Context: an optimization exercise on an open-source flow, tuned for small area and a short achievable clock period. The choices shown serve that exercise and are no tape-out recipe. At most, simulation tests tie the RTL to the original design; equivalence was not proved. Function not checked in run 1: the RTL went through the layout flow alone. Power is estimated from default activity; no workload was simulated.

$ cat design/flow/design.v
`timescale 1ns/1ps
module fp16_pipe #(
    parameter int W  = 1,
    parameter bit EN = 1'b1
) (
    input  logic         clk,
    input  logic [W-1:0] d,
    output logic [W-1:0] q
);
    if (EN) begin : g_reg
        always_ff @(posedge clk) q <= d;
    end else begin : g_wire
        assign q = d;
    end
endmodule
module fp16_vpipe #(
    parameter bit EN = 1'b1
) (
    input  logic clk,
    input  logic rst,
    input  logic d,
    output logic q
);
    if (EN) begin : g_reg
        always_ff @(posedge clk)
            if (rst) q <= 1'b0;
            else     q <= d;
    end else begin : g_wire
        assign q = d & ~rst;
    end
endmodule
module fp16_unpack (
    input  logic [15:0] w_i,
    output logic [10:0] sig_o,
    output logic [4:0]  exp_o
);
    logic n;
    always_comb begin
        n     = w_i[14:10] != 5'd0;
        sig_o = {n, w_i[9:0]};
        exp_o = n ? w_i[14:10] : {4'd0, w_i[9:0] != 10'd0};
    end
endmodule
`timescale 1ns/1ps
module fp16_mul_a (
    input  logic [10:0] a_i,
    input  logic [10:0] b_i,
    output logic [57:0] cs_o
);
    logic pp0_0;
    assign pp0_0 = a_i[0] & b_i[0];
    logic pp0_1;
    assign pp0_1 = a_i[0] & b_i[1];
    logic pp0_2;
    assign pp0_2 = a_i[0] & b_i[2];
    logic pp0_3;
    assign pp0_3 = a_i[0] & b_i[3];
    logic pp0_4;
    assign pp0_4 = a_i[0] & b_i[4];
    logic pp0_5;
    assign pp0_5 = a_i[0] & b_i[5];
    logic pp0_6;
    assign pp0_6 = a_i[0] & b_i[6];
    logic pp0_7;
    assign pp0_7 = a_i[0] & b_i[7];
    logic pp0_8;
    assign pp0_8 = a_i[0] & b_i[8];
    logic pp0_9;
    assign pp0_9 = a_i[0] & b_i[9];
    logic pp0_10;
    assign pp0_10 = a_i[0] & b_i[10];
    logic pp1_0;
    assign pp1_0 = a_i[1] & b_i[0];
    logic pp1_1;
    assign pp1_1 = a_i[1] & b_i[1];
    logic pp1_2;
    assign pp1_2 = a_i[1] & b_i[2];
    logic pp1_3;
    assign pp1_3 = a_i[1] & b_i[3];
    logic pp1_4;
    assign pp1_4 = a_i[1] & b_i[4];
    logic pp1_5;
    assign pp1_5 = a_i[1] & b_i[5];
    logic pp1_6;
    assign pp1_6 = a_i[1] & b_i[6];
    logic pp1_7;
    assign pp1_7 = a_i[1] & b_i[7];
    logic pp1_8;
    assign pp1_8 = a_i[1] & b_i[8];
    logic pp1_9;
    assign pp1_9 = a_i[1] & b_i[9];
    logic pp1_10;
    assign pp1_10 = a_i[1] & b_i[10];
    logic pp2_0;
    assign pp2_0 = a_i[2] & b_i[0];
    logic pp2_1;
    assign pp2_1 = a_i[2] & b_i[1];
    logic pp2_2;
    assign pp2_2 = a_i[2] & b_i[2];
    logic pp2_3;
    assign pp2_3 = a_i[2] & b_i[3];
    logic pp2_4;
    assign pp2_4 = a_i[2] & b_i[4];
    logic pp2_5;
    assign pp2_5 = a_i[2] & b_i[5];
    logic pp2_6;
    assign pp2_6 = a_i[2] & b_i[6];
    logic pp2_7;
    assign pp2_7 = a_i[2] & b_i[7];
    logic pp2_8;
    assign pp2_8 = a_i[2] & b_i[8];
    logic pp2_9;
    assign pp2_9 = a_i[2] & b_i[9];
    logic pp2_10;
    assign pp2_10 = a_i[2] & b_i[10];
    logic pp3_0;
    assign pp3_0 = a_i[3] & b_i[0];
    logic pp3_1;
    assign pp3_1 = a_i[3] & b_i[1];
    logic pp3_2;
    assign pp3_2 = a_i[3] & b_i[2];
    logic pp3_3;
    assign pp3_3 = a_i[3] & b_i[3];
    logic pp3_4;
    assign pp3_4 = a_i[3] & b_i[4];
    logic pp3_5;
    assign pp3_5 = a_i[3] & b_i[5];
    logic pp3_6;
    assign pp3_6 = a_i[3] & b_i[6];
    logic pp3_7;
    assign pp3_7 = a_i[3] & b_i[7];
    logic pp3_8;
    assign pp3_8 = a_i[3] & b_i[8];
    logic pp3_9;
    assign pp3_9 = a_i[3] & b_i[9];
    logic pp3_10;
    assign pp3_10 = a_i[3] & b_i[10];
    logic pp4_0;
    assign pp4_0 = a_i[4] & b_i[0];
    logic pp4_1;
    assign pp4_1 = a_i[4] & b_i[1];
    logic pp4_2;
    assign pp4_2 = a_i[4] & b_i[2];
    logic pp4_3;
    assign pp4_3 = a_i[4] & b_i[3];
    logic pp4_4;
    assign pp4_4 = a_i[4] & b_i[4];
    logic pp4_5;
    assign pp4_5 = a_i[4] & b_i[5];
    logic pp4_6;
    assign pp4_6 = a_i[4] & b_i[6];
    logic pp4_7;
    assign pp4_7 = a_i[4] & b_i[7];
    logic pp4_8;
    assign pp4_8 = a_i[4] & b_i[8];
    logic pp4_9;
    assign pp4_9 = a_i[4] & b_i[9];
    logic pp4_10;
    assign pp4_10 = a_i[4] & b_i[10];
    logic pp5_0;
    assign pp5_0 = a_i[5] & b_i[0];
    logic pp5_1;
    assign pp5_1 = a_i[5] & b_i[1];
    logic pp5_2;
    assign pp5_2 = a_i[5] & b_i[2];
    logic pp5_3;
    assign pp5_3 = a_i[5] & b_i[3];
    logic pp5_4;
    assign pp5_4 = a_i[5] & b_i[4];
    logic pp5_5;
    assign pp5_5 = a_i[5] & b_i[5];
    logic pp5_6;
    assign pp5_6 = a_i[5] & b_i[6];
    logic pp5_7;
    assign pp5_7 = a_i[5] & b_i[7];
    logic pp5_8;
    assign pp5_8 = a_i[5] & b_i[8];
    logic pp5_9;
    assign pp5_9 = a_i[5] & b_i[9];
    logic pp5_10;
    assign pp5_10 = a_i[5] & b_i[10];
    logic pp6_0;
    assign pp6_0 = a_i[6] & b_i[0];
    logic pp6_1;
    assign pp6_1 = a_i[6] & b_i[1];
    logic pp6_2;
    assign pp6_2 = a_i[6] & b_i[2];
    logic pp6_3;
    assign pp6_3 = a_i[6] & b_i[3];
    logic pp6_4;
    assign pp6_4 = a_i[6] & b_i[4];
    logic pp6_5;
    assign pp6_5 = a_i[6] & b_i[5];
    logic pp6_6;
    assign pp6_6 = a_i[6] & b_i[6];
    logic pp6_7;
    assign pp6_7 = a_i[6] & b_i[7];
    logic pp6_8;
    assign pp6_8 = a_i[6] & b_i[8];
    logic pp6_9;
    assign pp6_9 = a_i[6] & b_i[9];
    logic pp6_10;
    assign pp6_10 = a_i[6] & b_i[10];
    logic pp7_0;
    assign pp7_0 = a_i[7] & b_i[0];
    logic pp7_1;
    assign pp7_1 = a_i[7] & b_i[1];
    logic pp7_2;
    assign pp7_2 = a_i[7] & b_i[2];
    logic pp7_3;
    assign pp7_3 = a_i[7] & b_i[3];
    logic pp7_4;
    assign pp7_4 = a_i[7] & b_i[4];
    logic pp7_5;
    assign pp7_5 = a_i[7] & b_i[5];
    logic pp7_6;
    assign pp7_6 = a_i[7] & b_i[6];
    logic pp7_7;
    assign pp7_7 = a_i[7] & b_i[7];
    logic pp7_8;
    assign pp7_8 = a_i[7] & b_i[8];
    logic pp7_9;
    assign pp7_9 = a_i[7] & b_i[9];
    logic pp7_10;
    assign pp7_10 = a_i[7] & b_i[10];
    logic pp8_0;
    assign pp8_0 = a_i[8] & b_i[0];
    logic pp8_1;
    assign pp8_1 = a_i[8] & b_i[1];
    logic pp8_2;
    assign pp8_2 = a_i[8] & b_i[2];
    logic pp8_3;
    assign pp8_3 = a_i[8] & b_i[3];
    logic pp8_4;
    assign pp8_4 = a_i[8] & b_i[4];
    logic pp8_5;
    assign pp8_5 = a_i[8] & b_i[5];
    logic pp8_6;
    assign pp8_6 = a_i[8] & b_i[6];
    logic pp8_7;
    assign pp8_7 = a_i[8] & b_i[7];
    logic pp8_8;
    assign pp8_8 = a_i[8] & b_i[8];
    logic pp8_9;
    assign pp8_9 = a_i[8] & b_i[9];
    logic pp8_10;
    assign pp8_10 = a_i[8] & b_i[10];
    logic pp9_0;
    assign pp9_0 = a_i[9] & b_i[0];
    logic pp9_1;
    assign pp9_1 = a_i[9] & b_i[1];
    logic pp9_2;
    assign pp9_2 = a_i[9] & b_i[2];
    logic pp9_3;
    assign pp9_3 = a_i[9] & b_i[3];
    logic pp9_4;
    assign pp9_4 = a_i[9] & b_i[4];
    logic pp9_5;
    assign pp9_5 = a_i[9] & b_i[5];
    logic pp9_6;
    assign pp9_6 = a_i[9] & b_i[6];
    logic pp9_7;
    assign pp9_7 = a_i[9] & b_i[7];
    logic pp9_8;
    assign pp9_8 = a_i[9] & b_i[8];
    logic pp9_9;
    assign pp9_9 = a_i[9] & b_i[9];
    logic pp9_10;
    assign pp9_10 = a_i[9] & b_i[10];
    logic pp10_0;
    assign pp10_0 = a_i[10] & b_i[0];
    logic pp10_1;
    assign pp10_1 = a_i[10] & b_i[1];
    logic pp10_2;
    assign pp10_2 = a_i[10] & b_i[2];
    logic pp10_3;
    assign pp10_3 = a_i[10] & b_i[3];
    logic pp10_4;
    assign pp10_4 = a_i[10] & b_i[4];
    logic pp10_5;
    assign pp10_5 = a_i[10] & b_i[5];
    logic pp10_6;
    assign pp10_6 = a_i[10] & b_i[6];
    logic pp10_7;
    assign pp10_7 = a_i[10] & b_i[7];
    logic pp10_8;
    assign pp10_8 = a_i[10] & b_i[8];
    logic pp10_9;
    assign pp10_9 = a_i[10] & b_i[9];
    logic pp10_10;
    assign pp10_10 = a_i[10] & b_i[10];
    logic w1;
    logic w2;
    logic w3;
    logic w4;
    logic w5;
    logic w6;
    logic w7;
    logic w8;
    logic w9;
    logic w10;
    logic w11;
    logic w12;
    assign w1 = pp0_9 ^ pp1_8;
    assign w2 = pp0_9 & pp1_8;
    assign w3 = pp1_9 ^ pp2_8 ^ pp3_7;
    assign w4 = (pp1_9 & pp2_8) | (pp1_9 & pp3_7) | (pp2_8 & pp3_7);
    assign w5 = pp4_6 ^ pp5_5;
    assign w6 = pp4_6 & pp5_5;
    assign w7 = pp2_9 ^ pp3_8 ^ pp4_7;
    assign w8 = (pp2_9 & pp3_8) | (pp2_9 & pp4_7) | (pp3_8 & pp4_7);
    assign w9 = pp5_6 ^ pp6_5;
    assign w10 = pp5_6 & pp6_5;
    assign w11 = pp3_9 ^ pp4_8 ^ pp5_7;
    assign w12 = (pp3_9 & pp4_8) | (pp3_9 & pp5_7) | (pp4_8 & pp5_7);
    logic w13;
    logic w14;
    logic w15;
    logic w16;
    logic w17;
    logic w18;
    logic w19;
    logic w20;
    logic w21;
    logic w22;
    logic w23;
    logic w24;
    logic w25;
    logic w26;
    logic w27;
    logic w28;
    logic w29;
    logic w30;
    logic w31;
    logic w32;
    logic w33;
    logic w34;
    logic w35;
    logic w36;
    logic w37;
    logic w38;
    logic w39;
    logic w40;
    logic w41;
    logic w42;
    logic w43;
    logic w44;
    logic w45;
    logic w46;
    logic w47;
    logic w48;
    logic w49;
    logic w50;
    logic w51;
    logic w52;
    logic w53;
    logic w54;
    logic w55;
    logic w56;
    logic w57;
    logic w58;
    logic w59;
    logic w60;
    assign w13 = pp0_6 ^ pp1_5;
    assign w14 = pp0_6 & pp1_5;
    assign w15 = pp0_7 ^ pp1_6 ^ pp2_5;
    assign w16 = (pp0_7 & pp1_6) | (pp0_7 & pp2_5) | (pp1_6 & pp2_5);
    assign w17 = pp3_4 ^ pp4_3;
    assign w18 = pp3_4 & pp4_3;
    assign w19 = pp0_8 ^ pp1_7 ^ pp2_6;
    assign w20 = (pp0_8 & pp1_7) | (pp0_8 & pp2_6) | (pp1_7 & pp2_6);
    assign w21 = pp3_5 ^ pp4_4 ^ pp5_3;
    assign w22 = (pp3_5 & pp4_4) | (pp3_5 & pp5_3) | (pp4_4 & pp5_3);
    assign w23 = pp6_2 ^ pp7_1;
    assign w24 = pp6_2 & pp7_1;
    assign w25 = pp2_7 ^ pp3_6 ^ pp4_5;
    assign w26 = (pp2_7 & pp3_6) | (pp2_7 & pp4_5) | (pp3_6 & pp4_5);
    assign w27 = pp5_4 ^ pp6_3 ^ pp7_2;
    assign w28 = (pp5_4 & pp6_3) | (pp5_4 & pp7_2) | (pp6_3 & pp7_2);
    assign w29 = pp8_1 ^ pp9_0 ^ w1;
    assign w30 = (pp8_1 & pp9_0) | (pp8_1 & w1) | (pp9_0 & w1);
    assign w31 = pp6_4 ^ pp7_3 ^ pp8_2;
    assign w32 = (pp6_4 & pp7_3) | (pp6_4 & pp8_2) | (pp7_3 & pp8_2);
    assign w33 = pp9_1 ^ pp0_10 ^ pp10_0;
    assign w34 = (pp9_1 & pp0_10) | (pp9_1 & pp10_0) | (pp0_10 & pp10_0);
    assign w35 = w3 ^ w5 ^ w2;
    assign w36 = (w3 & w5) | (w3 & w2) | (w5 & w2);
    assign w37 = pp7_4 ^ pp8_3 ^ pp9_2;
    assign w38 = (pp7_4 & pp8_3) | (pp7_4 & pp9_2) | (pp8_3 & pp9_2);
    assign w39 = pp1_10 ^ pp10_1 ^ w7;
    assign w40 = (pp1_10 & pp10_1) | (pp1_10 & w7) | (pp10_1 & w7);
    assign w41 = w9 ^ w4 ^ w6;
    assign w42 = (w9 & w4) | (w9 & w6) | (w4 & w6);
    assign w43 = pp6_6 ^ pp7_5 ^ pp8_4;
    assign w44 = (pp6_6 & pp7_5) | (pp6_6 & pp8_4) | (pp7_5 & pp8_4);
    assign w45 = pp9_3 ^ pp2_10 ^ pp10_2;
    assign w46 = (pp9_3 & pp2_10) | (pp9_3 & pp10_2) | (pp2_10 & pp10_2);
    assign w47 = w11 ^ w8 ^ w10;
    assign w48 = (w11 & w8) | (w11 & w10) | (w8 & w10);
    assign w49 = pp4_9 ^ pp5_8 ^ pp6_7;
    assign w50 = (pp4_9 & pp5_8) | (pp4_9 & pp6_7) | (pp5_8 & pp6_7);
    assign w51 = pp7_6 ^ pp8_5 ^ pp9_4;
    assign w52 = (pp7_6 & pp8_5) | (pp7_6 & pp9_4) | (pp8_5 & pp9_4);
    assign w53 = pp3_10 ^ pp10_3 ^ w12;
    assign w54 = (pp3_10 & pp10_3) | (pp3_10 & w12) | (pp10_3 & w12);
    assign w55 = pp5_9 ^ pp6_8 ^ pp7_7;
    assign w56 = (pp5_9 & pp6_8) | (pp5_9 & pp7_7) | (pp6_8 & pp7_7);
    assign w57 = pp8_6 ^ pp9_5 ^ pp4_10;
    assign w58 = (pp8_6 & pp9_5) | (pp8_6 & pp4_10) | (pp9_5 & pp4_10);
    assign w59 = pp6_9 ^ pp7_8 ^ pp8_7;
    assign w60 = (pp6_9 & pp7_8) | (pp6_9 & pp8_7) | (pp7_8 & pp8_7);
    logic w61;
    logic w62;
    logic w63;
    logic w64;
    logic w65;
    logic w66;
    logic w67;
    logic w68;
    logic w69;
    logic w70;
    logic w71;
    logic w72;
    logic w73;
    logic w74;
    logic w75;
    logic w76;
    logic w77;
    logic w78;
    logic w79;
    logic w80;
    logic w81;
    logic w82;
    logic w83;
    logic w84;
    logic w85;
    logic w86;
    logic w87;
    logic w88;
    logic w89;
    logic w90;
    logic w91;
    logic w92;
    logic w93;
    logic w94;
    logic w95;
    logic w96;
    logic w97;
    logic w98;
    logic w99;
    logic w100;
    logic w101;
    logic w102;
    logic w103;
    logic w104;
    logic w105;
    logic w106;
    logic w107;
    logic w108;
    logic w109;
    logic w110;
    logic w111;
    logic w112;
    assign w61 = pp0_4 ^ pp1_3;
    assign w62 = pp0_4 & pp1_3;
    assign w63 = pp0_5 ^ pp1_4 ^ pp2_3;
    assign w64 = (pp0_5 & pp1_4) | (pp0_5 & pp2_3) | (pp1_4 & pp2_3);
    assign w65 = pp3_2 ^ pp4_1;
    assign w66 = pp3_2 & pp4_1;
    assign w67 = pp2_4 ^ pp3_3 ^ pp4_2;
    assign w68 = (pp2_4 & pp3_3) | (pp2_4 & pp4_2) | (pp3_3 & pp4_2);
    assign w69 = pp5_1 ^ pp6_0 ^ w13;
    assign w70 = (pp5_1 & pp6_0) | (pp5_1 & w13) | (pp6_0 & w13);
    assign w71 = pp5_2 ^ pp6_1 ^ pp7_0;
    assign w72 = (pp5_2 & pp6_1) | (pp5_2 & pp7_0) | (pp6_1 & pp7_0);
    assign w73 = w15 ^ w17 ^ w14;
    assign w74 = (w15 & w17) | (w15 & w14) | (w17 & w14);
    assign w75 = pp8_0 ^ w19 ^ w21;
    assign w76 = (pp8_0 & w19) | (pp8_0 & w21) | (w19 & w21);
    assign w77 = w23 ^ w16 ^ w18;
    assign w78 = (w23 & w16) | (w23 & w18) | (w16 & w18);
    assign w79 = w25 ^ w27 ^ w29;
    assign w80 = (w25 & w27) | (w25 & w29) | (w27 & w29);
    assign w81 = w20 ^ w22 ^ w24;
    assign w82 = (w20 & w22) | (w20 & w24) | (w22 & w24);
    assign w83 = w31 ^ w33 ^ w35;
    assign w84 = (w31 & w33) | (w31 & w35) | (w33 & w35);
    assign w85 = w26 ^ w28 ^ w30;
    assign w86 = (w26 & w28) | (w26 & w30) | (w28 & w30);
    assign w87 = w37 ^ w39 ^ w41;
    assign w88 = (w37 & w39) | (w37 & w41) | (w39 & w41);
    assign w89 = w32 ^ w34 ^ w36;
    assign w90 = (w32 & w34) | (w32 & w36) | (w34 & w36);
    assign w91 = w43 ^ w45 ^ w47;
    assign w92 = (w43 & w45) | (w43 & w47) | (w45 & w47);
    assign w93 = w38 ^ w40 ^ w42;
    assign w94 = (w38 & w40) | (w38 & w42) | (w40 & w42);
    assign w95 = w49 ^ w51 ^ w53;
    assign w96 = (w49 & w51) | (w49 & w53) | (w51 & w53);
    assign w97 = w44 ^ w46 ^ w48;
    assign w98 = (w44 & w46) | (w44 & w48) | (w46 & w48);
    assign w99 = pp10_4 ^ w55 ^ w57;
    assign w100 = (pp10_4 & w55) | (pp10_4 & w57) | (w55 & w57);
    assign w101 = w50 ^ w52 ^ w54;
    assign w102 = (w50 & w52) | (w50 & w54) | (w52 & w54);
    assign w103 = pp9_6 ^ pp5_10 ^ pp10_5;
    assign w104 = (pp9_6 & pp5_10) | (pp9_6 & pp10_5) | (pp5_10 & pp10_5);
    assign w105 = w59 ^ w56 ^ w58;
    assign w106 = (w59 & w56) | (w59 & w58) | (w56 & w58);
    assign w107 = pp7_9 ^ pp8_8 ^ pp9_7;
    assign w108 = (pp7_9 & pp8_8) | (pp7_9 & pp9_7) | (pp8_8 & pp9_7);
    assign w109 = pp6_10 ^ pp10_6 ^ w60;
    assign w110 = (pp6_10 & pp10_6) | (pp6_10 & w60) | (pp10_6 & w60);
    assign w111 = pp8_9 ^ pp9_8 ^ pp7_10;
    assign w112 = (pp8_9 & pp9_8) | (pp8_9 & pp7_10) | (pp9_8 & pp7_10);
    logic w113;
    logic w114;
    logic w115;
    logic w116;
    logic w117;
    logic w118;
    logic w119;
    logic w120;
    logic w121;
    logic w122;
    logic w123;
    logic w124;
    logic w125;
    logic w126;
    logic w127;
    logic w128;
    logic w129;
    logic w130;
    logic w131;
    logic w132;
    logic w133;
    logic w134;
    logic w135;
    logic w136;
    logic w137;
    logic w138;
    logic w139;
    logic w140;
    logic w141;
    logic w142;
    logic w143;
    logic w144;
    assign w113 = pp0_3 ^ pp1_2;
    assign w114 = pp0_3 & pp1_2;
    assign w115 = pp2_2 ^ pp3_1 ^ pp4_0;
    assign w116 = (pp2_2 & pp3_1) | (pp2_2 & pp4_0) | (pp3_1 & pp4_0);
    assign w117 = pp5_0 ^ w63 ^ w65;
    assign w118 = (pp5_0 & w63) | (pp5_0 & w65) | (w63 & w65);
    assign w119 = w67 ^ w69 ^ w64;
    assign w120 = (w67 & w69) | (w67 & w64) | (w69 & w64);
    assign w121 = w71 ^ w73 ^ w68;
    assign w122 = (w71 & w73) | (w71 & w68) | (w73 & w68);
    assign w123 = w75 ^ w77 ^ w72;
    assign w124 = (w75 & w77) | (w75 & w72) | (w77 & w72);
    assign w125 = w79 ^ w81 ^ w76;
    assign w126 = (w79 & w81) | (w79 & w76) | (w81 & w76);
    assign w127 = w83 ^ w85 ^ w80;
    assign w128 = (w83 & w85) | (w83 & w80) | (w85 & w80);
    assign w129 = w87 ^ w89 ^ w84;
    assign w130 = (w87 & w89) | (w87 & w84) | (w89 & w84);
    assign w131 = w91 ^ w93 ^ w88;
    assign w132 = (w91 & w93) | (w91 & w88) | (w93 & w88);
    assign w133 = w95 ^ w97 ^ w92;
    assign w134 = (w95 & w97) | (w95 & w92) | (w97 & w92);
    assign w135 = w99 ^ w101 ^ w96;
    assign w136 = (w99 & w101) | (w99 & w96) | (w101 & w96);
    assign w137 = w103 ^ w105 ^ w100;
    assign w138 = (w103 & w105) | (w103 & w100) | (w105 & w100);
    assign w139 = w107 ^ w109 ^ w104;
    assign w140 = (w107 & w109) | (w107 & w104) | (w109 & w104);
    assign w141 = pp10_7 ^ w111 ^ w108;
    assign w142 = (pp10_7 & w111) | (pp10_7 & w108) | (w111 & w108);
    assign w143 = pp9_9 ^ pp8_10 ^ pp10_8;
    assign w144 = (pp9_9 & pp8_10) | (pp9_9 & pp10_8) | (pp8_10 & pp10_8);
    assign cs_o = {pp10_10, w144, pp10_9, pp9_10, w143, w142, w112, w141, w140, w110, w139, w138, w106, w137, w136, w102, w135, w134, w98, w133, w132, w94, w131, w130, w90, w129, w128, w86, w127, w126, w82, w125, w124, w78, w123, w122, w74, w121, w120, w70, w119, w118, w66, w117, w116, w62, w115, w114, w61, w113, pp3_0, pp2_1, pp2_0, pp1_1, pp0_2, pp1_0, pp0_1, pp0_0};
endmodule
module fp16_mul_b (
    input  logic [57:0] cs_i,
    output logic [21:0] row0_o,
    output logic [21:0] row1_o
);
    logic pp0_0;
    assign pp0_0 = cs_i[0];
    logic pp0_1;
    assign pp0_1 = cs_i[1];
    logic pp1_0;
    assign pp1_0 = cs_i[2];
    logic pp0_2;
    assign pp0_2 = cs_i[3];
    logic pp1_1;
    assign pp1_1 = cs_i[4];
    logic pp2_0;
    assign pp2_0 = cs_i[5];
    logic pp2_1;
    assign pp2_1 = cs_i[6];
    logic pp3_0;
    assign pp3_0 = cs_i[7];
    logic w113;
    assign w113 = cs_i[8];
    logic w61;
    assign w61 = cs_i[9];
    logic w114;
    assign w114 = cs_i[10];
    logic w115;
    assign w115 = cs_i[11];
    logic w62;
    assign w62 = cs_i[12];
    logic w116;
    assign w116 = cs_i[13];
    logic w117;
    assign w117 = cs_i[14];
    logic w66;
    assign w66 = cs_i[15];
    logic w118;
    assign w118 = cs_i[16];
    logic w119;
    assign w119 = cs_i[17];
    logic w70;
    assign w70 = cs_i[18];
    logic w120;
    assign w120 = cs_i[19];
    logic w121;
    assign w121 = cs_i[20];
    logic w74;
    assign w74 = cs_i[21];
    logic w122;
    assign w122 = cs_i[22];
    logic w123;
    assign w123 = cs_i[23];
    logic w78;
    assign w78 = cs_i[24];
    logic w124;
    assign w124 = cs_i[25];
    logic w125;
    assign w125 = cs_i[26];
    logic w82;
    assign w82 = cs_i[27];
    logic w126;
    assign w126 = cs_i[28];
    logic w127;
    assign w127 = cs_i[29];
    logic w86;
    assign w86 = cs_i[30];
    logic w128;
    assign w128 = cs_i[31];
    logic w129;
    assign w129 = cs_i[32];
    logic w90;
    assign w90 = cs_i[33];
    logic w130;
    assign w130 = cs_i[34];
    logic w131;
    assign w131 = cs_i[35];
    logic w94;
    assign w94 = cs_i[36];
    logic w132;
    assign w132 = cs_i[37];
    logic w133;
    assign w133 = cs_i[38];
    logic w98;
    assign w98 = cs_i[39];
    logic w134;
    assign w134 = cs_i[40];
    logic w135;
    assign w135 = cs_i[41];
    logic w102;
    assign w102 = cs_i[42];
    logic w136;
    assign w136 = cs_i[43];
    logic w137;
    assign w137 = cs_i[44];
    logic w106;
    assign w106 = cs_i[45];
    logic w138;
    assign w138 = cs_i[46];
    logic w139;
    assign w139 = cs_i[47];
    logic w110;
    assign w110 = cs_i[48];
    logic w140;
    assign w140 = cs_i[49];
    logic w141;
    assign w141 = cs_i[50];
    logic w112;
    assign w112 = cs_i[51];
    logic w142;
    assign w142 = cs_i[52];
    logic w143;
    assign w143 = cs_i[53];
    logic pp9_10;
    assign pp9_10 = cs_i[54];
    logic pp10_9;
    assign pp10_9 = cs_i[55];
    logic w144;
    assign w144 = cs_i[56];
    logic pp10_10;
    assign pp10_10 = cs_i[57];
    logic w145;
    logic w146;
    logic w147;
    logic w148;
    logic w149;
    logic w150;
    logic w151;
    logic w152;
    logic w153;
    logic w154;
    logic w155;
    logic w156;
    logic w157;
    logic w158;
    logic w159;
    logic w160;
    logic w161;
    logic w162;
    logic w163;
    logic w164;
    logic w165;
    logic w166;
    logic w167;
    logic w168;
    logic w169;
    logic w170;
    logic w171;
    logic w172;
    logic w173;
    logic w174;
    logic w175;
    logic w176;
    logic w177;
    logic w178;
    logic w179;
    logic w180;
    assign w145 = pp0_2 ^ pp1_1;
    assign w146 = pp0_2 & pp1_1;
    assign w147 = pp2_1 ^ pp3_0 ^ w113;
    assign w148 = (pp2_1 & pp3_0) | (pp2_1 & w113) | (pp3_0 & w113);
    assign w149 = w61 ^ w115 ^ w114;
    assign w150 = (w61 & w115) | (w61 & w114) | (w115 & w114);
    assign w151 = w62 ^ w117 ^ w116;
    assign w152 = (w62 & w117) | (w62 & w116) | (w117 & w116);
    assign w153 = w66 ^ w119 ^ w118;
    assign w154 = (w66 & w119) | (w66 & w118) | (w119 & w118);
    assign w155 = w70 ^ w121 ^ w120;
    assign w156 = (w70 & w121) | (w70 & w120) | (w121 & w120);
    assign w157 = w74 ^ w123 ^ w122;
    assign w158 = (w74 & w123) | (w74 & w122) | (w123 & w122);
    assign w159 = w78 ^ w125 ^ w124;
    assign w160 = (w78 & w125) | (w78 & w124) | (w125 & w124);
    assign w161 = w82 ^ w127 ^ w126;
    assign w162 = (w82 & w127) | (w82 & w126) | (w127 & w126);
    assign w163 = w86 ^ w129 ^ w128;
    assign w164 = (w86 & w129) | (w86 & w128) | (w129 & w128);
    assign w165 = w90 ^ w131 ^ w130;
    assign w166 = (w90 & w131) | (w90 & w130) | (w131 & w130);
    assign w167 = w94 ^ w133 ^ w132;
    assign w168 = (w94 & w133) | (w94 & w132) | (w133 & w132);
    assign w169 = w98 ^ w135 ^ w134;
    assign w170 = (w98 & w135) | (w98 & w134) | (w135 & w134);
    assign w171 = w102 ^ w137 ^ w136;
    assign w172 = (w102 & w137) | (w102 & w136) | (w137 & w136);
    assign w173 = w106 ^ w139 ^ w138;
    assign w174 = (w106 & w139) | (w106 & w138) | (w139 & w138);
    assign w175 = w110 ^ w141 ^ w140;
    assign w176 = (w110 & w141) | (w110 & w140) | (w141 & w140);
    assign w177 = w112 ^ w143 ^ w142;
    assign w178 = (w112 & w143) | (w112 & w142) | (w143 & w142);
    assign w179 = pp9_10 ^ pp10_9 ^ w144;
    assign w180 = (pp9_10 & pp10_9) | (pp9_10 & w144) | (pp10_9 & w144);
    assign row0_o = {1'b0, pp10_10, w179, w177, w175, w173, w171, w169, w167, w165, w163, w161, w159, w157, w155, w153, w151, w149, w147, pp2_0, pp0_1, pp0_0};
    assign row1_o = {1'b0, w180, w178, w176, w174, w172, w170, w168, w166, w164, w162, w160, w158, w156, w154, w152, w150, w148, w146, w145, pp1_0, 1'b0};
endmodule
module fp16_mul_cpa (
    input  logic [21:0] row0_i,
    input  logic [21:0] row1_i,
    output logic [21:0] prod_o
);
    assign prod_o = row0_i + row1_i;
endmodule
`timescale 1ns/1ps
module fp16_expo1 (
    input  logic [4:0]  k_exp_i,
    input  logic [4:0]  x_exp_i,
    input  logic [15:0] b_i,
    output logic [10:0] b_sig_o,
    output logic [4:0]  b_exp_o,
    output logic [5:0]  es_o         
);
    logic b_n;
    always_comb begin
        b_n     = b_i[14:10] != 5'd0;
        b_exp_o = b_n ? b_i[14:10] : 5'd1;
        b_sig_o = {b_n, b_i[9:0]};
        es_o    = {1'b0, k_exp_i} + {1'b0, x_exp_i};
    end
endmodule
module fp16_expo2 (
    input  logic [4:0] b_exp_i,
    input  logic [5:0] es_i,
    input  logic       p_sign_i,
    input  logic       b_sign_i,
    output logic       p_wins_o,
    output logic [4:0] shift_o,      
    output logic       drop_o,       
    output logic       edge_o,       
    output logic [5:0] exp_o,        
    output logic       sign_o,
    output logic       sub_o
);
    logic [7:0] d, nd;      
    logic [5:0] pe;
    always_comb begin
        d        = {2'd0, es_i} - 8'd15 - {3'd0, b_exp_i};
        nd       = {3'd0, b_exp_i} + 8'd15 - {2'd0, es_i};
        pe       = es_i - 6'd15;           
        p_wins_o = ~d[7] & (d != 8'd0);
        if (p_wins_o) begin
            shift_o = d[4:0];
            drop_o  = d > 8'd21;
            edge_o  = d == 8'd21;         
            exp_o   = pe;
            sign_o  = p_sign_i;
        end else begin
            shift_o = nd[4:0];
            drop_o  = nd > 8'd22;
            edge_o  = nd == 8'd22;        
            exp_o   = {1'b0, b_exp_i};
            sign_o  = b_sign_i;
        end
        sub_o = p_sign_i ^ b_sign_i;
    end
endmodule
module fp16_align (
    input  logic [21:0] prod_i,
    input  logic [10:0] b_sig_i,
    input  logic        p_wins_i,
    input  logic [4:0]  shift_i,
    input  logic        drop_i,
    input  logic        edge_i,
    input  logic        sub_i,
    output logic [21:0] hi_o,
    output logic [32:0] lo_o
);
    logic        p_top, drop;
    logic [21:0] p, bb, lo_in;
    logic [32:0] lo;
    always_comb begin
        p_top = prod_i[21];
        p     = {prod_i[21:1], prod_i[0] & ~p_top};
        bb    = {1'b0, b_sig_i, 10'd0};
        drop  = drop_i | (edge_i & (p_top ~^ p_wins_i));
        hi_o  = p_wins_i ? p : bb;
        lo_in = p_wins_i ? bb : p;
        lo    = drop ? 33'd0 : {lo_in, 11'd0} >> shift_i;
        lo_o  = sub_i ? ~lo : lo;
    end
endmodule
module fp16_cadd #(
    parameter int W = 34
) (
    input  logic [W-1:0] a_i,
    input  logic [W-1:0] b_i,
    output logic [W:0]   s0_o,      
    output logic [W:0]   s1_o       
);
    localparam int L = $clog2(W);
    logic [W-1:0] g [L+1];
    logic [W-1:0] p [L+1];
    logic [W-1:0] hp;
    assign g[0]  = a_i & b_i;
    assign p[0]  = a_i | b_i;
    assign hp    = a_i ^ b_i;
    for (genvar l = 0; l < L; l++) begin : g_lvl
        for (genvar i = 0; i < W; i++) begin : g_bit
            if ((i >> l) & 1) begin : g_op
                localparam int J = ((i >> l) << l) - 1;
                assign g[l+1][i] = g[l][i] | (p[l][i] & g[l][J]);
                assign p[l+1][i] = p[l][i] & p[l][J];
            end else begin : g_pass
                assign g[l+1][i] = g[l][i];
                assign p[l+1][i] = p[l][i];
            end
        end
    end
    logic [W:0] c0, c1;
    assign c0 = {g[L], 1'b0};
    assign c1 = {g[L] | p[L], 1'b1};
    assign s0_o = {c0[W], hp ^ c0[W-1:0]};
    assign s1_o = {c1[W], hp ^ c1[W-1:0]};
endmodule
module fp16_add (
    input  logic [21:0] hi_i,
    input  logic [32:0] lo_i,
    input  logic        sub_i,
    output logic [33:0] mag_o,
    output logic        neg_o
);
    logic [34:0] t0, t1;
    fp16_cadd #(34) cadd_i (
        .a_i({1'b0, hi_i, 11'd0}), .b_i({sub_i, lo_i}), .s0_o(t0), .s1_o(t1)
    );
    always_comb begin
        neg_o = sub_i & ~t0[34];
        if (!sub_i)
            mag_o = t0[33:0];
        else if (t0[34])
            mag_o = t1[33:0];
        else
            mag_o = ~t0[33:0];
    end
endmodule
`timescale 1ns/1ps
module fp16_lzc (
    input  logic [33:0] v_i,
    output logic [5:0]  n_o
);
    logic [63:0] z [7];
    logic [5:0]  c [7][64];
    always_comb begin
        for (int i = 0; i < 64; i++) begin
            z[0][i] = (i < 34) ? ~v_i[33 - i] : 1'b1;
            c[0][i] = '0;
        end
        for (int l = 1; l <= 6; l++) begin
            for (int i = 0; i < 64; i++) begin
                z[l][i] = 1'b0;
                c[l][i] = '0;
            end
            for (int i = 0; i < (64 >> l); i++) begin
                z[l][i] = z[l-1][2*i] & z[l-1][2*i+1];
                if (z[l-1][2*i])
                    c[l][i] = c[l-1][2*i+1] | 6'(1 << (l - 1));
                else
                    c[l][i] = c[l-1][2*i];
            end
        end
        n_o = c[6][0];
    end
endmodule
module fp16_normalize (
    input  logic [33:0] mag_i,
    input  logic [5:0]  exp_i,      
    output logic [14:0] top_o,      
    output logic [5:0]  shift_o     
);
    logic [33:0] m, mark, n;
    fp16_lzc lzc_i (.v_i(m), .n_o(shift_o));
    always_comb begin
        mark  = (exp_i <= 6'd32) ? 34'(34'd1 << (6'd32 - exp_i)) : 34'd0;
        m     = mag_i | mark;
        n     = mag_i << {shift_o[5:2], 2'b00};
        top_o = n[33:19];
    end
endmodule
module fp16_fine (
    input  logic [14:0] top_i,
    input  logic [1:0]  shift_i,
    output logic [10:0] sig_o,
    output logic        rnd_o
);
    logic [14:0] n;
    always_comb begin
        n     = top_i << shift_i;
        sig_o = n[14:4];
        rnd_o = n[3];
    end
endmodule
module fp16_round (
    input  logic        sign_i,
    input  logic [10:0] sig_i,
    input  logic        rnd_i,
    input  logic [5:0]  e2_i,
    input  logic [5:0]  shift_i,
    output logic [15:0] result_o
);
    logic        inc;
    logic [5:0]  e0, e1, e;
    logic [9:0]  frac;
    logic        sat, zero;
    always_comb begin
        inc  = rnd_i & (&sig_i[9:0]);           
        e0   = e2_i - shift_i;
        e1   = e2_i - shift_i + 6'd1;
        e    = sig_i[10] ? (inc ? e1 : e0) : {5'd0, inc};
        frac = sig_i[9:0] + 10'(rnd_i);
        sat  = e > 6'd30;
        zero = ~sig_i[10] & (sig_i[9:0] == 10'd0) & ~rnd_i;
        if (sat)
            result_o = {sign_i, 15'h7BFF};
        else if (zero)
            result_o = 16'd0;
        else
            result_o = {sign_i, e[4:0], frac};
    end
endmodule
`timescale 1ns/1ps
module fp16_mac (
    input  logic                        clk,
    input  logic                        rst,
    input  logic                        in_valid_i,
    input  logic [2-1:0]           tag_i,
    input  logic [16-1:0]          k_i,
    input  logic [16-1:0]          x_i,
    input  logic [16-1:0]          b_i,
    output logic                        out_valid_o,
    output logic [2-1:0]           tag_o,
    output logic [16-1:0]          result_o
);
    localparam int CSW = 58;       
    logic [10:0] u_k_sig, u_x_sig;
    logic [4:0]  u_k_exp, u_x_exp;
    logic [CSW-1:0] m_cs, c1_cs;
    logic [10:0] e_b_sig, c1_b_sig;
    logic [4:0]  e_b_exp, c1_b_exp;
    logic [5:0]  e_es, c1_es;
    logic        c1_p_sign, c1_b_sign;
    logic [1:0]  c1_tag;
    logic        c1_valid;
    fp16_unpack unpack_k (.w_i(k_i), .sig_o(u_k_sig), .exp_o(u_k_exp));
    fp16_unpack unpack_x (.w_i(x_i), .sig_o(u_x_sig), .exp_o(u_x_exp));
    fp16_mul_a mul_a_i (.a_i(u_k_sig), .b_i(u_x_sig), .cs_o(m_cs));
    fp16_expo1 expo1_i (
        .k_exp_i(u_k_exp), .x_exp_i(u_x_exp), .b_i(b_i),
        .b_sig_o(e_b_sig), .b_exp_o(e_b_exp), .es_o(e_es)
    );
    fp16_vpipe #(1'b1) c1_v (.clk, .rst, .d(in_valid_i), .q(c1_valid));
    fp16_pipe #(CSW + 26, 1'b1) c1 (.clk,
        .d({m_cs, e_b_sig, e_b_exp, e_es, k_i[15] ^ x_i[15], b_i[15], tag_i}),
        .q({c1_cs, c1_b_sig, c1_b_exp, c1_es, c1_p_sign, c1_b_sign, c1_tag}));
    logic [21:0] m_row0, m_row1, m_prod, c2_prod;
    logic        x_p_wins, x_drop, x_edge, x_sign, x_sub;
    logic [4:0]  x_shift;
    logic [5:0]  x_exp;
    logic [10:0] c2_b_sig;
    logic        c2_p_wins, c2_drop, c2_edge, c2_sign, c2_sub;
    logic [4:0]  c2_shift;
    logic [5:0]  c2_exp;
    logic [1:0]  c2_tag;
    logic        c2_valid;
    fp16_mul_b mul_b_i (.cs_i(c1_cs), .row0_o(m_row0), .row1_o(m_row1));
    fp16_mul_cpa mul_cpa_i (.row0_i(m_row0), .row1_i(m_row1), .prod_o(m_prod));
    fp16_expo2 expo2_i (
        .b_exp_i(c1_b_exp), .es_i(c1_es), .p_sign_i(c1_p_sign), .b_sign_i(c1_b_sign),
        .p_wins_o(x_p_wins), .shift_o(x_shift), .drop_o(x_drop), .edge_o(x_edge),
        .exp_o(x_exp), .sign_o(x_sign), .sub_o(x_sub)
    );
    fp16_vpipe #(1'b1) c2_v (.clk, .rst, .d(c1_valid), .q(c2_valid));
    fp16_pipe #(51, 1'b1) c2 (.clk,
        .d({m_prod, c1_b_sig, x_p_wins, x_shift, x_drop, x_edge, x_exp, x_sign, x_sub, c1_tag}),
        .q({c2_prod, c2_b_sig, c2_p_wins, c2_shift, c2_drop, c2_edge, c2_exp, c2_sign, c2_sub, c2_tag}));
    logic [21:0] a_hi, c3_hi;
    logic [32:0] a_lo, c3_lo;
    logic [5:0]  c3_exp;
    logic        c3_sign, c3_sub;
    logic [1:0]  c3_tag;
    logic        c3_valid;
    fp16_align align_i (
        .prod_i(c2_prod), .b_sig_i(c2_b_sig), .p_wins_i(c2_p_wins), .shift_i(c2_shift),
        .drop_i(c2_drop), .edge_i(c2_edge), .sub_i(c2_sub), .hi_o(a_hi), .lo_o(a_lo)
    );
    fp16_vpipe #(1'b1) c3_v (.clk, .rst, .d(c2_valid), .q(c3_valid));
    fp16_pipe #(65, 1'b1) c3 (.clk,
        .d({a_hi, a_lo, c2_exp, c2_sign, c2_sub, c2_tag}),
        .q({c3_hi, c3_lo, c3_exp, c3_sign, c3_sub, c3_tag}));
    logic [33:0] d_mag, c4_mag;
    logic        d_neg;
    logic [5:0]  c4_exp;
    logic        c4_sign;
    logic [1:0]  c4_tag;
    logic        c4_valid;
    fp16_add add_i (.hi_i(c3_hi), .lo_i(c3_lo), .sub_i(c3_sub), .mag_o(d_mag), .neg_o(d_neg));
    fp16_vpipe #(1'b1) c4_v (.clk, .rst, .d(c3_valid), .q(c4_valid));
    fp16_pipe #(43, 1'b1) c4 (.clk,
        .d({d_mag, c3_exp, c3_sign ^ d_neg, c3_tag}),
        .q({c4_mag, c4_exp, c4_sign, c4_tag}));
    logic [14:0] n_top, c5_top;
    logic        c5_sign;
    logic [5:0]  n_shift, c5_shift, c5_e2;
    logic [1:0]  c5_tag;
    logic        c5_valid;
    fp16_normalize normalize_i (.mag_i(c4_mag), .exp_i(c4_exp), .top_o(n_top), .shift_o(n_shift));
    fp16_vpipe #(1'b1) c5_v (.clk, .rst, .d(c4_valid), .q(c5_valid));
    fp16_pipe #(30, 1'b1) c5 (.clk,
        .d({n_top, n_shift, c4_exp + 6'd2, c4_sign, c4_tag}),
        .q({c5_top, c5_shift, c5_e2, c5_sign, c5_tag}));
    logic [15:0] r_result;
    logic [10:0] f_sig;
    logic        f_rnd;
    fp16_fine fine_i (.top_i(c5_top), .shift_i(c5_shift[1:0]), .sig_o(f_sig), .rnd_o(f_rnd));
    fp16_round round_i (.sign_i(c5_sign), .sig_i(f_sig), .rnd_i(f_rnd), .e2_i(c5_e2), .shift_i(c5_shift), .result_o(r_result));
    always_ff @(posedge clk) begin
        if (rst) begin
            out_valid_o <= 1'b0;
            tag_o       <= '0;
            result_o    <= '0;
        end else begin
            out_valid_o <= c5_valid;
            if (c5_valid) begin
                tag_o    <= c5_tag;
                result_o <= r_result;
            end
        end
    end
endmodule
$ cat design/flow/run.sh
#!/bin/bash
# synth_recipe.tcl (not shown) runs the flow's synth.tcl, then flattens the netlist and writes it again
# the make line also repeats each setting of config.mk as NAME=value (left out here)
make -C /OpenROAD-flow-scripts/flow DESIGN_CONFIG=/design/flow/config.mk WORK_HOME=/design/flow/orfs CLKGATE_MAP_FILE= SYNTH_SCRIPT=/design/flow/synth_recipe.tcl finish
$ cat design/flow/config.mk
export PLATFORM = sky130hd
export DESIGN_NAME = fp16_mac
export DESIGN_NICKNAME = fp16_mac
export VERILOG_FILES = /design/flow/design.v
export SDC_FILE = /design/flow/constraint.sdc
export NUM_CORES = 4
export LEC_CHECK = 0
export CAP_MARGIN = 20
export CORE_MARGIN = 2
export CORE_UTILIZATION = 40
export SETUP_SLACK_MARGIN = 2.5
export SLEW_MARGIN = 20
$ cat design/flow/constraint.sdc
create_clock -name core_clock -period 6.0 [get_ports {clk}]
set_input_delay 1.2000 -clock core_clock [delete_from_list [all_inputs] [get_ports {clk}]]
set_output_delay 1.2000 -clock core_clock [all_outputs]
set_load 0.01 [all_outputs]
==> summary.txt, run 1 <==
Yosys warns: 21
Status: timing/DRC/antenna clean
ANT cells: 0
Clock Path Buffers: 3
Leakage: 0.00861 uW
Crit path DAT: 3870 ps
Synth area leader: dfxtp_1
Inserted Clock Buffers: 31
GPL Wtd Cong: 0.923
DRT Pass-1 Iters: 5
First-pass GRT wire length: 70.3 mm
Top cell type's share of synthesized area: 0.334
Final-stage net count: 2187
Slew HR: 0.284
Minimum clock period after layout: 3410 ps
Vias per cell: 5.25
Register Area: 0.00597 sq mm
Fillers: 4204
Maximum number of pins on one net before global-route repair: 40
Final hold violation count: 0
Setup violations, final: 0
Die area: 0.0462 sq mm
Area of the multi-input gates: 0.0110 sq mm
Routed WL: 44.4 mm
Crit-path most repeated cell: fa_1
Drt wl/cell: 17.4 microns
Starting DRT DRC Count: 711
Power share of the sequential group: 0.310
Drt drc: 0
Initial Util: 0.404
F_max: 293 MHz
CP top delay family: adder cells
Slew of the pin with the lowest slew margin: 1070 ps
Final Slew Violations: 0
Grt ovf: 0
Placed Cells: 2465
Global-route usage over all layers: 0.187
Logic pwr share: 0.515
VDD IR max: 0.207 mV
H-tree depth: 1
Worst Path Buf+Inv: 3
Core Area: 0.0440 sq mm
Worst Skew: 21.5 ps
Initial antenna violation count: 0
ANT nets after route: 0
Worst path max stage delay: 490 ps
PD cells: 558 mW/mm^2
Syn Inst Count: 1888
Critical path class: in2reg
Clk pwr share: 0.175
Synth area leaders: dfxtp_1 (33%), fa_1 (9.9%), ha_1 (7.5%)
Post-synth ARST share: 0
Worst Hold Class: reg2reg
Setup TNS: 0 ps
IO Port Bufs: 71
Power Internal: 6540 uW
Net Sw Power: 4870 uW
Vias: 13.4k
Die Wd: 215 microns
EDFF count, synth: 0
Row count: 77
Slowest-stage cell, CP: fa_1
Mapped Area: 0.0178 sq mm
Worst setup SP type: input pin
Avg Inst Size Synth: 9.42 sq um
Netlist cell types: 94
Die height: 215 microns
Area Overhead vs Synth: 14.9%
Final Non-Filler Cells: 2556
Reg clk slew, reported paths: 60 ps
Post-synthesis sequential area ratio: 0.334
Sw Ratio: 0.427
Syn Nets: 2135
Clock Latency Late Sink: 570 ps
CP Max Fanout: 10
Worst-path cell chain: clkdlybuf4s50_1 > nor3_2 > nand2_2 > and2_1 > fa_1 > inv_1 > fa_1 > inv_1 > fa_1
Most used DFF post-synth: dfxtp_1
Final period utilization: 0.569
Fraction of layout cells with a size suffix above 1: 0.120
RSZ-0062 raised after global routing: yes
Vias in the first global route: 13.2k
Clock sink total: 297
Crit end category: register
Hold-fix buffers, CTS: 0
FF+latch count, synth: 297
CTS Root Cell: clkbuf_16
Critical Path RT: 6450 ps
Io pins: 72
CTS tree: built
Detail Placement HPWL: 34.1 mm
Max Cap Viol: 0
## layout by cell type (no fill, tap or decap), types with 6 or more instances in the layout
| cell type | netlist | layout |
|---|---|---|
| nor3_1 | 26 | 24 |
| and2_1 | 92 | 86 |
| nor2b_1 | 19 | 18 |
| o22ai_1 | 9 | 9 |
| and3_1 | 8 | 8 |
| a221oi_1 | 7 | 7 |
| dlygate4sd2_1 | 0 | 9 |
| a311oi_1 | 12 | 12 |
| dfxtp_2 | 0 | 7 |
| o211ai_1 | 22 | 22 |
| nand4_1 | 6 | 6 |
| o21bai_1 | 7 | 7 |
| nor4_1 | 18 | 17 |
| nor2_1 | 120 | 117 |
| clkbuf_8 | 0 | 6 |
| clkdlybuf4s50_1 | 0 | 59 |
| xnor2_1 | 64 | 64 |
| a21o_1 | 18 | 18 |
| a211oi_1 | 18 | 17 |
| mux2_2 | 46 | 46 |
| fa_1 | 88 | 88 |
| mux4_2 | 22 | 22 |
| o21ai_0 | 72 | 70 |
| dfxtp_1 | 297 | 287 |
| nand2b_1 | 20 | 20 |
| a221o_1 | 10 | 10 |
| buf_4 | 3 | 36 |
| a21oi_1 | 88 | 85 |
| mux2i_1 | 35 | 35 |
| inv_1 | 170 | 168 |
| nand2_1 | 158 | 155 |
| clkbuf_16 | 0 | 31 |
| a31oi_1 | 22 | 21 |
| xor2_1 | 52 | 52 |
| a22oi_1 | 7 | 7 |
| o21a_1 | 8 | 8 |
| nand3_1 | 39 | 39 |
| ha_1 | 106 | 105 |
## final timing paths
check	from	to	slack, ps	depth (start not counted)
setup / recovery	x_i[11]	c1.q[67]$_DFF_P_	2590	9
hold / removal	c3.q[5]$_DFF_P_	c4.q[4]$_DFF_P_	330	0
setup reg to reg	c3.q[48]$_SDFF_PN0_	c4.q[41]$_DFF_P_	2630	13
hold reg to reg	c3.q[5]$_DFF_P_	c4.q[4]$_DFF_P_	330	0
## logic make-up (layout without fill, tap and decap cells)
logic type               after synthesis  count (layout)  synth area share
AO/OA/AOI/OAI                        368             369             0.142
XOR/XNOR                             118             118            0.0590
adder cells (fa/ha/maj)              194             194             0.174
buffers and inverters                265             340            0.0607
flip-flops                           297             297             0.334
multiplexers                         104             104            0.0773
AND/OR/NAND/NOR                      542             542             0.153
## worst reg2reg max path: stages (launching register included)
cell and delay, ps:
dfxtp_2 370, inv_1 50, ha_1 240, or4_4 560, nor3_4 150, a21o_1 190, o221ai_4 140, a2bb2oi_4 230
a311o_1 290, buf_4 150, a21oi_2 60, fa_1 560, nor3_1 60, a221oi_1 220
## state kept, by name, summed over array words and instances, names as in the netlist
signal / flops
c1.q: 84
c3.q: 65
c2.q: 51
c4.q: 43
c5.q: 30
result_o: 16
tag_o: 2
c1_v.q: 1
c2_v.q: 1
c3_v.q: 1
c4_v.q: 1
c5_v.q: 1
out_valid_o: 1
## through the flow
stage | total power [uW] | cell area (sq um) | hold slack, ps | worst slack (ps) | util
floorplan | 7580 | 17900 | 310 | 2440 | -
global placement | 8960 | 18900 | 310 | 1250 | 0.429
detailed placement | 9020 | 18900 | 312 | 1180 | 0.429
CTS | 11200 | 20200 | 327 | 2470 | 0.458
global route | 12300 | 20400 | 329 | 2450 | 0.464
finish | 11400 | 20400 | 325 | 2590 | 0.464
## layout make-up
cell class                      count  area share
Multi-Input combinational cell   1327       0.538
Sequential cell                   297       0.292
Timing Repair Buffer              109      0.0487
Clock buffer                       40      0.0421
Tap cell                          592      0.0362
Inverter                          173      0.0321
Clock inverter                     17      0.0105
Timing Repair inverter              1    0.000306
## cell usage after synthesis, types with 6 or more instances
master,instances
nor4_1,18
xor2_1,52
nor2_1,120
clkbuf_1,60
a221oi_1,7
o21ai_0,72
a221o_1,10
nor2b_1,19
o22ai_1,9
mux2i_1,35
a311oi_1,12
a21o_1,18
a21oi_1,88
a22oi_1,7
a31oi_1,22
buf_1,10
nor3_1,26
and2_1,92
buf_6,8
nand2_1,158
inv_1,170
mux2_2,46
buf_2,11
o211ai_1,22
nand4_1,6
o21a_1,8
ha_1,106
mux4_2,22
xnor2_1,64
fa_1,88
nand2b_1,20
and3_1,8
nand3_1,39
o21bai_1,7
a211oi_1,18
dfxtp_1,297
## what timing repair did
action	4_1_cts	5_1_grt
gates cloned	0	2
setup endpoints to repair	61	77
pin swaps	7	11
gates resized for setup	43	33
setup buffers	13	19
## layer usage
metal	wire (microns)	global-route usage	vias up
met5	0	0	-
li1	-	-	6586
met3	1930	0.0263	98
met4	1350	0.0685	0
met2	21800	0.328	331
met1	19300	0.235	6405
## power by group through the flow
stage               Sequential (uW)  Clock [uW]  Combinational [uW]
floorplan                      3060           0                4520
global placement               3570           0                5390
detailed placement             3580           0                5440
CTS                            3540        2040                5620
global route                   3630        2130                6550
finish                         3540        1990                5870
==> inputs of run 2 (changes only) <==
--- a/design/flow/design.v
+++ b/design/flow/design.v
@@ -814,13 +814,14 @@
 );
-    logic [7:0] d, nd;      
-    logic [5:0] pe;
+    logic [5:0] t, pe;
+    logic [6:0] d, nd;      
     always_comb begin
-        d        = {2'd0, es_i} - 8'd15 - {3'd0, b_exp_i};
-        nd       = {3'd0, b_exp_i} + 8'd15 - {2'd0, es_i};
+        t        = {1'b0, b_exp_i} + 6'd15;
+        d        = {1'b0, es_i} - {1'b0, t};
+        nd       = {1'b0, t} - {1'b0, es_i};
         pe       = es_i - 6'd15;           
-        p_wins_o = ~d[7] & (d != 8'd0);
+        p_wins_o = nd[6];
         if (p_wins_o) begin
             shift_o = d[4:0];
-            drop_o  = d > 8'd21;
-            edge_o  = d == 8'd21;         
+            drop_o  = d[5:0] > 6'd21;
+            edge_o  = d[5:0] == 6'd21;    
             exp_o   = pe;
@@ -829,4 +830,4 @@
             shift_o = nd[4:0];
-            drop_o  = nd > 8'd22;
-            edge_o  = nd == 8'd22;        
+            drop_o  = nd[5:0] > 6'd22;
+            edge_o  = nd[5:0] == 6'd22;   
             exp_o   = {1'b0, b_exp_i};
--- a/design/flow/config.mk
+++ b/design/flow/config.mk
@@ -9,3 +9,5 @@
 export CORE_MARGIN = 2
-export CORE_UTILIZATION = 40
+export CORE_UTILIZATION = 55
+export CTS_BUF_LIST = sky130_fd_sc_hd__clkbuf_8
+export CTS_CLUSTER_SIZE = 30
 export SETUP_SLACK_MARGIN = 2.5
==> summary.txt, run 2 <==
Status: timing/DRC/antenna clean
Clk pwr share: 0.179 (+0.004)
Crit path to: c5.q[25]$_SDFF_PN0_
Worst setup SP type: register
Slew HR: 0.352 (+0.0675)
Avg Inst Size Synth: 9.44 sq um (+0.23%)
Internal reg-to-reg setup slack: 2520 ps (-110 ps)
Most used DFF post-synth: dfxtp_1
GPL Wtd Cong: 0.966 (+4.7%)
R2R Path End: c5.q[25]$_SDFF_PN0_
Die Wd: 183 microns (-15%)
Largest reg by FF count: c1.q
Area Overhead vs Synth: 12.8%
Worst Skew: 27.1 ps (+5.60 ps)
Final hold violation count: 0 (unchanged)
RSZ-0062 raised after global routing: yes
Initial Util: 0.557 (+0.153)
ANT cells: 0 (unchanged)
H-tree depth: 2 (+1)
DRT Pass-1 Iters: 5 (unchanged)
Starting DRT DRC Count: 668 (-6.0%)
Hold-fix buffers, CTS: 0 (unchanged)
Routed WL: 43.6 mm (-1.7%)
Row count: 65 (-16%)
Final-stage net count: 2163 (-1.1%)
Synth area leader: dfxtp_1
Die height: 183 microns (-15%)
IO Port Bufs: 71 (unchanged)
Biggest regs: c1.q (84), c3.q (65), c2.q (51)
Vias: 13.2k (-1.4%)
Drt drc: 0 (unchanged)
Worst r2r src: c4.q[3]$_DFF_P_
Final Slew Violations: 0 (unchanged)
Leakage: 0.00887 uW (+3.1%)
Final Non-Filler Cells: 2355 (-7.9%)
Critical path class: reg2reg
Slowest-stage cell, CP: o311ai_0
Drt wl/cell: 18.5 microns (+6.7%)
Crit path DAT: 3960 ps (+90 ps)
ANT nets after route: 0 (unchanged)
Most frequent cells in the layout: dfxtp_1 (287), inv_1 (189), nand2_1 (144)
Setup TNS: 0 ps (unchanged)
Clock Path Buffers: 3 (unchanged)
Worst Hold Class: reg2reg
Vias per cell: 5.62 (+7.0%)
Crit end category: register
Sw Ratio: 0.425 (-0.00182)
Yosys warns: 21 (unchanged)
Maximum number of pins on one net before global-route repair: 41 (+2.5%)
F_max: 288 MHz (-1.8%)
Commonest cells post-synth: dfxtp_1 (297), inv_1 (175), nand2_1 (147), ha_1 (107), nor2_1 (102)
Vias in the first global route: 13.3k (+0.54%)
Setup violations, final: 0 (unchanged)
Clock Latency Late Sink: 620 ps (+50 ps)
CTS Root Cell: clkbuf_8
Worst-path cell chain: and3b_1 > o21ai_0 > o311ai_0 > o211ai_1 > a21o_4 > buf_4 > inv_2 > nor2_1 > or3_1
VDD IR max: 0.255 mV (+23%)
First-pass GRT wire length: 69.6 mm (-0.94%)
Logic pwr share: 0.490 (-0.025)
Power Internal: 5940 uW (-9.1%)
Mapped Area: 0.0176 sq mm (-1.2%)
CP Max Fanout: 19 (+9)
Total power: 10300 uW (-9.4%)
Netlist cell types: 85 (-9.6%)
Commonest non-fill, non-tap cell in the layout: dfxtp_1
Worst path max stage delay: 680 ps (+190 ps)
Placed Cells: 2250 (-8.7%)
Core Area: 0.0316 sq mm (-28%)
Global-route usage over all layers: 0.265 (+0.0772)
Net Sw Power: 4390 uW (-9.8%)
FF+latch count, synth: 297 (unchanged)
Slew of the pin with the lowest slew margin: 972 ps (-101 ps)
Final period utilization: 0.579 (+0.0103)
Syn Nets: 2110 (-1.2%)
Most used standard cell by instance count after synthesis: dfxtp_1
Top cell type's share of synthesized area: 0.338 (+0.00390)
PD cells: 521 mW/mm^2 (-6.7%)
Io pins: 72 (unchanged)
Minimum clock period after layout: 3480 ps (+61.7 ps)
Inserted Clock Buffers: 50 (+61%)
Max Cap Viol: 0 (unchanged)
Fraction of layout cells with a size suffix above 1: 0.107 (-0.0137)
Reg clk slew, reported paths: 60 ps (about the same)
Worst Reg-to-Reg Cells: 9 (-4)
Die area: 0.0334 sq mm (-28%)
Post-synthesis sequential area ratio: 0.338 (+0.00390)
Clock sink total: 297 (unchanged)
CP startpoint: c4.q[3]$_DFF_P_
EDFF count, synth: 0 (unchanged)
Initial antenna violation count: 0 (unchanged)
Power share of the sequential group: 0.331 (+0.021)
Syn Inst Count: 1862 (-1.4%)
Synth area leaders: dfxtp_1 (34%), fa_1 (10%), ha_1 (7.6%)
Critical Path RT: 6480 ps (+30 ps)
Hold_ws: 315 ps (-10.3 ps)
Max reg flops: 84 (unchanged)
CTS tree: built
Post-synth ARST share: 0 (unchanged)
Detail Placement HPWL: 33.9 mm (-0.63%)
Grt ovf: 0 (unchanged)
-- run 2: cells by family after synthesis --
| family | count (synthesis) | synth area share |
|---|---|---|
| adders and majority gates | 195 | 0.176 |
| and+or+nand+nor | 515 | 0.148 |
| AOI/OAI and AO/OA | 346 | 0.133 |
| muxes | 114 | 0.0826 |
| buffers and inverters | 270 | 0.0594 |
| xor gates and xnor gates | 125 | 0.0623 |
| DFF | 297 | 0.338 |
-- run 2: worst min-delay path by stage --
stage	cells after the start	slack [ps]	start	end
finish	0	320	c1.q[26]$_DFF_P_	c2.q[29]$_DFF_P_
global route	0	330	c1.q[26]$_DFF_P_	c2.q[29]$_DFF_P_
CTS	0	310	c1.q[26]$_DFF_P_	c2.q[29]$_DFF_P_
detailed placement	0	310	c1.q[1]$_DFF_P_	c2.q[1]$_DFF_P_
global placement	0	310	c1.q[0]$_DFF_P_	c2.q[0]$_DFF_P_
floorplan	0	310	c1.q[0]$_DFF_P_	c2.q[0]$_DFF_P_
-- run 2: layout make-up --
| type | count | area, sq um |
|---|---|---|
| Multi-Input combinational cell | 1297 | 10800 |
| Timing Repair Buffer | 91 | 868 |
| Sequential cell | 297 | 5960 |
| Clock inverter | 31 | 230 |
| Inverter | 178 | 668 |
| Tap cell | 402 | 503 |
| Fill cell | 2727 | 11700 |
| Clock buffer | 59 | 812 |
-- run 2: power by group through the flow --
| stage | sequential (uW) | clock [uW] | combinational, uW |
|---|---|---|---|
| after global placement | 3420 | 0 | 4820 |
| after detailed placement | 3430 | 0 | 4900 |
| after floorplan | 3000 | 0 | 3960 |
| after global routing | 3480 | 1990 | 5670 |
| after CTS | 3400 | 1900 | 4970 |
| final | 3410 | 1850 | 5060 |
-- run 2: through the flow --
stage	setup WS [ps]	instance area [sq um]	utilization
floorplan	2440	17700	-
global placement	1630	18500	0.586
detailed placement	1490	18500	0.586
CTS	2510	19600	0.621
global route	2470	19800	0.629
finish	2520	19800	0.629
-- run 2: per-layer routing --
layer  vias to the layer above  part of all wire  track usage
met5                         -                 0            0
met4                         0             0.041        0.124
met3                       121             0.038       0.0367
met2                       294              0.50        0.469
met1                      6355              0.42        0.318
li1                       6460                 -            -
-- run 2: worst max-delay path, delay by kind of cell (launching register included) --
kind                   cells  cell delay [ps]
buffers and inverters      2              240
AO/OA/AOI/OAI              4             1650
AND/OR/NAND/NOR            3              860
flip-flops                 1              590
-- run 2: repair_timing --
action                                  4_1_cts  5_1_grt
cloned                                        1        1
buffers inserted                              1       12
resized for setup                            31       34
pin swaps                                     2        6
endpoints found under the setup margin       61       60
==> inputs of run 3 (changes only) <==
--- a/design/flow/config.mk
+++ b/design/flow/config.mk
@@ -9,6 +9,4 @@
 export CORE_MARGIN = 2
-export CORE_UTILIZATION = 55
-export CTS_BUF_LIST = sky130_fd_sc_hd__clkbuf_8
-export CTS_CLUSTER_SIZE = 30
-export SETUP_SLACK_MARGIN = 2.5
+export CORE_UTILIZATION = 40
+export SETUP_SLACK_MARGIN = 3.0
 export SLEW_MARGIN = 20
==> summary.txt, run 3 <==
DRT Pass-1 Iters: 5 (unchanged)
Inserted Clock Buffers: 35 (-30%)
IO Port Bufs: 71 (unchanged)
Reg clk slew, reported paths: 60 ps (about the same)
Io pins: 72 (unchanged)
Final-stage net count: 2232 (+3.2%)
Vias: 13.6k (+3.0%)
Leakage: 0.00945 uW (+6.5%)
Fillers: 3985 (+46%)
Slew of the pin with the lowest slew margin: 781 ps (-192 ps)
Core Area: 0.0433 sq mm (+37%)
First-pass GRT wire length: 72.2 mm (+3.6%)
Slew HR: 0.478 (+0.126)
ANT nets after route: 0 (unchanged)
Area of the multi-input gates: 0.0117 sq mm (+8.1%)
Max Cap Viol: 0 (unchanged)
FF+latch count, synth: 297 (unchanged)
Commonest cells post-synth: dfxtp_1 (297), inv_1 (175), nand2_1 (147), ha_1 (107), nor2_1 (102)
Row count: 76 (+17%)
Power share of the sequential group: 0.289 (-0.042)
Drt drc: 0 (unchanged)
CTS tree: built
Hold_ws: 320 ps (+4.62 ps)
Most frequent cells in the layout: dfxtp_1 (278), inv_1 (162), nand2_1 (140)
Commonest non-fill, non-tap cell in the layout: dfxtp_1
Critical Path RT: 6400 ps (-80 ps)
Top cell type's share of synthesized area: 0.338 (unchanged)
Net Sw Power: 4850 uW (+10%)
GPL Wtd Cong: 0.909 (-5.9%)
Setup TNS: 0 ps (unchanged)
Final period utilization: 0.535 (-0.0440)
Maximum number of pins on one net before global-route repair: 41 (unchanged)
Post-synth ARST share: 0 (unchanged)
Biggest regs: c1.q (84), c3.q (65), c2.q (51)
Logic pwr share: 0.529 (+0.039)
Largest reg by FF count: c1.q
Clock sink total: 297 (unchanged)
Most used DFF post-synth: dfxtp_1
Final Slew Violations: 0 (unchanged)
Detail Placement HPWL: 33.7 mm (-0.37%)
Dpl ws: 1720 ps (+229 ps)
Synth area leaders: dfxtp_1 (34%), fa_1 (10%), ha_1 (7.6%)
Setup violations, final: 0 (unchanged)
Starting DRT DRC Count: 709 (+6.1%)
VDD IR max: 0.211 mV (-17%)
PD cells: 535 mW/mm^2 (+2.8%)
Clk pwr share: 0.182 (+0.003)
Minimum clock period after layout: 3210 ps (-264 ps)
Crit path DAT: 3610 ps (-350 ps)
Max reg flops: 84 (unchanged)
Most used standard cell by instance count after synthesis: dfxtp_1
Global-route usage over all layers: 0.202 (-0.0631)
Avg Inst Size Synth: 9.44 sq um (unchanged)
Vias per cell: 5.25 (-6.5%)
Worst Skew: 32.5 ps (+5.40 ps)
Fraction of layout cells with a size suffix above 1: 0.224 (+0.118)
Vias in the first global route: 13.7k (+3.0%)
Die height: 214 microns (+17%)
F_max: 311 MHz (+8.2%)
Synth area leader: dfxtp_1
Netlist cell types: 85 (unchanged)
Syn Inst Count: 1862 (unchanged)
CTS Root Cell: clkbuf_16
Die area: 0.0456 sq mm (+37%)
Post-synthesis sequential area ratio: 0.338 (unchanged)
Initial antenna violation count: 0 (unchanged)
Grt ovf: 0 (unchanged)
Yosys warns: 21 (unchanged)
Clock Path Buffers: 3 (unchanged)
Register Area: 0.00599 sq mm (+0.40%)
Drt wl/cell: 17.9 microns (-3.2%)
Area Overhead vs Synth: 24.8%
Clock Latency Late Sink: 550 ps (-70 ps)
Mapped Area: 0.0176 sq mm (unchanged)
Routed WL: 46.5 mm (+6.6%)
EDFF count, synth: 0 (unchanged)
Hold-fix buffers, CTS: 0 (unchanged)
Worst Hold Class: reg2reg
Die Wd: 214 microns (+17%)
Crit end category: register
Status: timing/DRC/antenna clean
Worst setup SP type: register
CP Max Fanout: 7 (-12)
Power Internal: 6890 uW (+16%)
Syn Nets: 2110 (unchanged)
Final hold violation count: 0 (unchanged)
ANT cells: 0 (unchanged)
Worst Setup Slack, final: 2790 ps (+264 ps)
Initial Util: 0.406 (-0.151)
Sw Ratio: 0.413 (-0.0120)
Critical path class: reg2reg
H-tree depth: 2 (unchanged)
RSZ-0062 raised after global routing: yes
## run 3: worst max-delay path, stage by stage (launching register included)
cell     delay, ps
dfxtp_4        370
nor4_4         340
mux2_4         350
a311o_1        440
nor4_4         360
and2b_2        230
a21o_4         170
buf_12         140
mux2i_4        250
o22ai_2         90
or3_1          320
## run 3: layout make-up
cell class,instances,share of cell area
Multi-Input combinational cell,1296,0.532
Clock buffer,46,0.0451
Clock inverter,17,0.00879
Sequential cell,297,0.273
Timing Repair Buffer,176,0.0767
Tap cell,585,0.0334
Inverter,178,0.0312
## run 3: timing repair
item	in CTS	in global routing
cloned	2	3
pin swaps	61	65
setup buffers	56	35
resized for setup	252	160
endpoints found under the setup margin	126	83
## run 3: final timing paths
path,start,endpoint,slack (ps),cells after the start
setup reg to reg,c4.q[6]$_DFF_P_,c5.q[25]$_SDFF_PN0_,2790,10
setup / recovery,c4.q[6]$_DFF_P_,c5.q[25]$_SDFF_PN0_,2790,10
hold / removal,c1.q[21]$_DFF_P_,c2.q[24]$_DFF_P_,320,0
hold reg to reg,c1.q[21]$_DFF_P_,c2.q[24]$_DFF_P_,320,0
## run 3: power by group through the flow
stage / clock, uW / combinational, uW / sequential (uW)
4_1_cts: 2200 / 5560 / 3370
3_3_place_gp: 0 / 4900 / 3390
6_report: 2140 / 6200 / 3390
5_1_grt: 2270 / 6840 / 3470
2_1_floorplan: 0 / 4010 / 3010
3_5_place_dp: 0 / 4980 / 3390
## run 3: kinds of logic after synthesis
family	after synthesis	synth area share
xor gates and xnor gates	125	0.0623
AOI/OAI and AO/OA	346	0.133
DFF	297	0.338
muxes	114	0.0826
buffers and inverters	270	0.0594
and+or+nand+nor	515	0.148
adders and majority gates	195	0.176
## run 3: layer usage
layer,vias up,track usage,part of all wire
met5,-,0,0
met4,0,0.0984,0.046
met3,123,0.0277,0.043
met2,387,0.364,0.50
met1,6541,0.235,0.41
li1,6579,-,-
## run 3: metrics by stage
stage / cell area [sq um] / utilization / power [uW] / cells
2_1_floorplan: 17900 / - / 7020 / 1862
3_3_place_gp: 18900 / 0.436 / 8290 / 2436
3_5_place_dp: 18900 / 0.436 / 8360 / 2436
4_1_cts: 21100 / 0.487 / 11100 / 2557
5_1_grt: 21900 / 0.507 / 12600 / 2595
6_report: 21900 / 0.507 / 11700 / 2595

[static timing again, ports no longer ideal]
The flow's constraints put no driver on any port. The routed layouts listed below were extracted and timed again, unchanged, in two steps. Step 1: set_driving_cell puts a clkbuf_16 on clk and a buf_2 on each other input, an assumption about the parent block. Step 2 times the ports against the registers' clock, not the clock port: input delays grow and output delays shrink by t, the midpoint of the rising clock arrivals with the driver on. a / b / c = no drivers / after step 1 / after step 2; a / b = the first two.
run | t (ns) | slack for setup (ns)
run 1 | 0.614 | 2.585 / 2.610 / 1.996
run 2 | 0.651 | 2.524 / 2.524 / 2.028
run 3 | 0.583 | 2.788 / 2.788 / 2.239
After both steps every run listed still meets setup and hold.
